Source: an optimization exercise on an open RTL-to-GDS flow (aim: small area). Production flows keep margins and buffers that such runs may drop.
Function was checked by simulation only, so behaviour that the tests miss may differ from the original.

## run A
Design writeback_regfile_pipe, start of the top module:
module writeback_regfile_pipe #(
  parameter logic [63:0] RSP_INIT = 64'h0,
  parameter int          RET_W    = 16
) (
  input  logic             clk,
  input  logic             rst,
  input  logic [2:0]       W_stat,
  input  logic [3:0]       W_icode,
  input  logic [3:0]       W_dstE,
  input  logic [63:0]      W_valE,
  input  logic [3:0]       W_dstM,
  input  logic [63:0]      W_valM,
  output logic [63:0]      reg_file0,
  output logic [63:0]      reg_file1,
  output logic [63:0]      reg_file2,
  output logic [63:0]      reg_file3,
  output logic [63:0]      reg_file4,
  output logic [63:0]      reg_file5,
  output logic [63:0]      reg_file6,
  output logic [63:0]      reg_file7,
  output logic [63:0]      reg_file8,
  output logic [63:0]      reg_file9,
  output logic [63:0]      reg_file10,
  output logic [63:0]      reg_file11,
  output logic [63:0]      reg_file12,
  output logic [63:0]      reg_file13,
  output logic [63:0]      reg_file14,
  output logic [2:0]       stat,
  output logic             halted,
  output logic [RET_W-1:0] retired
);
  localparam logic [2:0] c_stat_aok = 3'd1;
  localparam logic [2:0] c_stat_ins = 3'd4;
  logic              r_halt;
  logic [2:0]        r_stat;
  logic [RET_W-1:0]  r_retired;
  logic              w_commit;
  logic [14:0][63:0] r_dat_n;    
  logic [14:0]       r_blank;    
  logic [14:0]       w_selm;     
  logic [14:0]       w_sele;     
  logic [14:0]       w_hold;     
  logic [14:0][63:0] w_rf;       
  assign w_commit = !r_halt && (W_stat == c_stat_aok);
  for (genvar k = 0; k < 15; k++) begin : g_reg
    localparam logic [63:0] INIT = (k == 4) ? RSP_INIT : 64'h0;
    assign w_selm[k] = w_commit && (W_dstM == 4'(k));
    assign w_sele[k] = w_commit && (W_dstE == 4'(k)) && (W_dstM != 4'(k));
    assign w_hold[k] = !(w_selm[k] || w_sele[k]);
    logic [63:0] w_dat_n_nxt;
    for (genvar b = 0; b < 64; b++) begin : g_bit
      wb_rf_bit #(.INIT(INIT[b])) u_bit (
        .selm  (w_selm[k]),
        .valm  (W_valM[b]),
        .sele  (w_sele[k]),
        .vale  (W_valE[b]),
        .hold  (w_hold[k]),
        .blank (r_blank[k]),
  ...
==> flow/config.mk <==
export PLATFORM = sky130hd
export DESIGN_NAME = writeback_regfile_pipe
export DESIGN_NICKNAME = writeback_regfile_pipe
export VERILOG_FILES = /design/flow/design.v
export SDC_FILE = /design/flow/constraint.sdc
export NUM_CORES = 4
export LEC_CHECK = 0
export CAP_MARGIN = 20
export CORE_AREA = 5 5 345 345
export DIE_AREA = 0 0 350 350
export PLACE_DENSITY = 0.75
export SLEW_MARGIN = 20
export SYNTH_HIERARCHICAL = 1
==> flow/constraint.sdc <==
create_clock -name core_clock -period 4.0 [get_ports {clk}]
set_input_delay 0.8000 -clock core_clock [delete_from_list [all_inputs] [get_ports {clk}]]
set_output_delay 0.8000 -clock core_clock [all_outputs]
set_load 0.01 [all_outputs]
standard.sh (not shown) runs the stock make flow with config.mk's settings and CLKGATE_MAP_FILE= SYNTH_SCRIPT=/design/flow/synth_recipe.tcl, a recipe that flattens the netlist after the stock synthesis.
==> flow/flow/run.sh <==
#!/bin/bash
# Standard ORFS layout (the standard.sh) with two changes:
#  - the port buffers use the smallest buffer cell instead of the one
#    buffer_ports picks by default;
#  - clock tree synthesis uses clkbuf_8 leaf buffers in clusters of up to 20
#    sinks, clkbuf_16 above them, and no dummy loads.
set -euo pipefail
CTS="-sink_clustering_enable -repair_clock_nets"
CTS+=" -root_buf sky130_fd_sc_hd__clkbuf_16 -tree_buf sky130_fd_sc_hd__clkbuf_16"
CTS+=" -sink_clustering_buffer sky130_fd_sc_hd__clkbuf_8"
CTS+=" -buf_list {sky130_fd_sc_hd__clkbuf_8 sky130_fd_sc_hd__clkbuf_16}"
CTS+=" -sink_clustering_size 20 -sink_clustering_max_diameter 50 -dont_use_dummy_load"
bash standard.sh \
  "BUFFER_PORTS_ARGS=-buffer_cell sky130_fd_sc_hd__buf_1" \
  "CTS_ARGS=$CTS" \
  finish > standard_flow.log 2>&1
Run A: all stages complete, timing, DRC and antenna checks passed
The inputs of run B differ from those of run A as listed below.
# run A
export LEC_CHECK = 0
export CAP_MARGIN = 20
export CORE_AREA = 5 5 345 345
export DIE_AREA = 0 0 350 350
export PLACE_DENSITY = 0.75
export SLEW_MARGIN = 20
export SYNTH_HIERARCHICAL = 1
create_clock -name core_clock -period 4.0 [get_ports {clk}]
# run B
export LEC_CHECK = 0
export CAP_MARGIN = 20
export CORE_AREA = 5 5 395 395
export DIE_AREA = 0 0 400 400
export PLACE_DENSITY = 0.45
export SLEW_MARGIN = 20
export SYNTH_HIERARCHICAL = 1
create_clock -name core_clock -period 4.0 [get_ports {clk}]
--- a/flow/flow/run.sh
+++ b/flow/flow/run.sh
@@ -5 +5 @@
-#  - clock tree synthesis uses clkbuf_8 leaf buffers in clusters of up to 20
+#  - clock tree synthesis uses clkbuf_8 leaf buffers in clusters of up to 16
@@ -12 +12 @@
-CTS+=" -sink_clustering_size 20 -sink_clustering_max_diameter 50 -dont_use_dummy_load"
+CTS+=" -sink_clustering_size 16 -sink_clustering_max_diameter 50 -dont_use_dummy_load"
Run B reports its end point of the critical path as reg_file3[34] while run A reports reg_file12[10].
Run B: done, clean on timing, DRC and antenna
Per the comparison of run B with run A, period utilization shows a reduction of 2.0 points; fmax shows an increase of about 2.3%; critical path's largest stage delay shows a reduction of 0.19 ns; post-route cell area shows an increase of 3.9%.
diff inputs: run B => run C
# run B
export LEC_CHECK = 0
export CAP_MARGIN = 20
export CORE_AREA = 5 5 395 395
export DIE_AREA = 0 0 400 400
export PLACE_DENSITY = 0.45
export SLEW_MARGIN = 20
export SYNTH_HIERARCHICAL = 1
create_clock -name core_clock -period 4.0 [get_ports {clk}]
# run C
export LEC_CHECK = 0
export CAP_MARGIN = 20
export CORE_MARGIN = 2
export CORE_UTILIZATION = 40
export SLEW_MARGIN = 20
export SYNTH_HIERARCHICAL = 1
create_clock -name core_clock -period 4.0 [get_ports {clk}]
==> flow/run.sh (new file) <==
#!/bin/bash
# synth_recipe.tcl (not shown) runs the flow's synth.tcl, then flattens the netlist and writes it again
# the make line also repeats each setting of config.mk as NAME=value (left out here)
make -C /OpenROAD-flow-scripts/flow DESIGN_CONFIG=/design/flow/config.mk WORK_HOME=/design/flow/orfs CLKGATE_MAP_FILE= SYNTH_SCRIPT=/design/flow/synth_recipe.tcl finish
removed: flow/flow/run.sh
removed: flow/standard.sh
## What came out
- For run C, the flow was terminated by a tool error in 3_2_place_iop and produced no final design.
- Changes observed in run C relative to run B: proportion of synthesized area in mux cells shows no meaningful change; effective utilization at floorplan shows an increase of 18 points.
- Looking only at die height, and setting everything else aside, the higher value of run B and run C goes to run B.
> inputs changed (run C -> run D)
# run C
export LEC_CHECK = 0
export CAP_MARGIN = 20
export CORE_MARGIN = 2
export CORE_UTILIZATION = 40
export SLEW_MARGIN = 20
export SYNTH_HIERARCHICAL = 1
create_clock -name core_clock -period 4.0 [get_ports {clk}]
# run D
export LEC_CHECK = 0
export CAP_MARGIN = 20
export CORE_AREA = 5 5 325 325
export DIE_AREA = 0 0 330 330
export PLACE_DENSITY = 0.5
export SLEW_MARGIN = 20
export SYNTH_HIERARCHICAL = 1
create_clock -name core_clock -period 4.0 [get_ports {clk}]
==> flow/flow/run.sh (new file) <==
#!/bin/bash
# Standard ORFS layout (the standard.sh) with three changes:
#  - the port buffers use the smallest buffer cell instead of the one
#    buffer_ports picks by default;
#  - clock tree synthesis uses clkbuf_8 leaf buffers in clusters of up to 16
#    sinks, clkbuf_16 above them, and no dummy loads;
#  - I/O pins may sit one routing track apart (and in the corners), so that
#    the 1125 ports fit on a smaller die.
set -euo pipefail
CTS="-sink_clustering_enable -repair_clock_nets"
CTS+=" -root_buf sky130_fd_sc_hd__clkbuf_16 -tree_buf sky130_fd_sc_hd__clkbuf_16"
CTS+=" -sink_clustering_buffer sky130_fd_sc_hd__clkbuf_8"
CTS+=" -buf_list {sky130_fd_sc_hd__clkbuf_8 sky130_fd_sc_hd__clkbuf_16}"
CTS+=" -sink_clustering_size 16 -sink_clustering_max_diameter 50 -dont_use_dummy_load"
bash standard.sh \
  "BUFFER_PORTS_ARGS=-buffer_cell sky130_fd_sc_hd__buf_1" \
  "CTS_ARGS=$CTS" \
  "PLACE_PINS_ARGS=-min_distance 1 -min_distance_in_tracks -corner_avoidance 0" \
  finish > standard_flow.log 2>&1
==> flow/standard.sh (new file) <==
#!/bin/bash
# synth_recipe.tcl (not shown) runs the flow's synth.tcl, then flattens the netlist and writes it again
# the make line also repeats each setting of config.mk as NAME=value (left out here)
make -C /OpenROAD-flow-scripts/flow DESIGN_CONFIG=/design/flow/config.mk WORK_HOME=/design/flow/orfs CLKGATE_MAP_FILE= SYNTH_SCRIPT=/design/flow/synth_recipe.tcl "${@:-finish}"
removed: flow/run.sh
==> comparison <==
- Among run C and run D, the run that stopped before the end is run C, and it is the only one.
- Run C: it failed during 3_2_place_iop, and the tool reported PPL-0024.
- [compare] base=run C new=run D: gate count of the mapped netlist flat; floorplan die height picked up an extra about 11%; chip width up 33 um.
Changes in run E relative to run D:
# run D
export LEC_CHECK = 0
export CAP_MARGIN = 20
export CORE_AREA = 5 5 325 325
export DIE_AREA = 0 0 330 330
export PLACE_DENSITY = 0.5
export SLEW_MARGIN = 20
export SYNTH_HIERARCHICAL = 1
create_clock -name core_clock -period 4.0 [get_ports {clk}]
# run E
export LEC_CHECK = 0
export CAP_MARGIN = 20
export CORE_AREA = 5 5 345 345
export DIE_AREA = 0 0 350 350
export PLACE_DENSITY = 0.45
export SLEW_MARGIN = 20
export SYNTH_HIERARCHICAL = 1
create_clock -name core_clock -period 4.0 [get_ports {clk}]
==> flow/flow/run.sh <==
#!/bin/bash
# Standard ORFS layout (the standard.sh) with two changes:
#  - the port buffers use the smallest buffer cell instead of the one
#    buffer_ports picks by default;
#  - clock tree synthesis uses clkbuf_8 leaf buffers in clusters of up to 24
#    sinks, clkbuf_16 above them, and no dummy loads.
set -euo pipefail
CTS="-sink_clustering_enable -repair_clock_nets"
CTS+=" -root_buf sky130_fd_sc_hd__clkbuf_16 -tree_buf sky130_fd_sc_hd__clkbuf_16"
CTS+=" -sink_clustering_buffer sky130_fd_sc_hd__clkbuf_8"
CTS+=" -buf_list {sky130_fd_sc_hd__clkbuf_8 sky130_fd_sc_hd__clkbuf_16}"
CTS+=" -sink_clustering_size 24 -sink_clustering_max_diameter 60 -dont_use_dummy_load"
bash standard.sh \
  "BUFFER_PORTS_ARGS=-buffer_cell sky130_fd_sc_hd__buf_1" \
  "CTS_ARGS=$CTS" \
  finish > standard_flow.log 2>&1
[summary]
Run E: done, clean on timing, DRC and antenna. Diff run D and run E: via density per instance higher in run D. Tap cell instance count in run E is 144 higher than in run D. Run D and run E ended up with roughly the same register share of the cell area.

## re-timing with driven ports
How much do the figures lean on ideal ports? The routed layouts below were timed once more, with nothing changed but the port constraints.
Step 1, drivers: a clkbuf_16 drives clk and a buf_2 each remaining input, both assumed.
Step 2 times the ports against the registers' clock, not the clock port: input delays grow and output delays shrink by t, the midpoint of the rising clock arrivals with the driver on.
Slacks: ideal / step 1 / step 2; pairs: ideal / step 1.
run | shift t [ns] | setup slack, ns | worst hold slack (ns)
run A | 0.663 | 0.504 / 0.440 / 0.436 | 0.217 / 0.175 / 0.479
run B | 0.765 | 0.583 / 0.514 / 0.720 | 0.200 / 0.154 / 0.474
run D | 0.711 | 0.658 / 0.583 / 0.377 | 0.266 / 0.211 / 0.489
run E | 0.708 | 0.664 / 0.594 / 0.513 | 0.227 / 0.177 / 0.484
After both steps every run listed still meets setup and hold. For run D, which loses most, drivers alone change the setup slack by -0.075 ns; drivers and shift together by -0.281 ns.
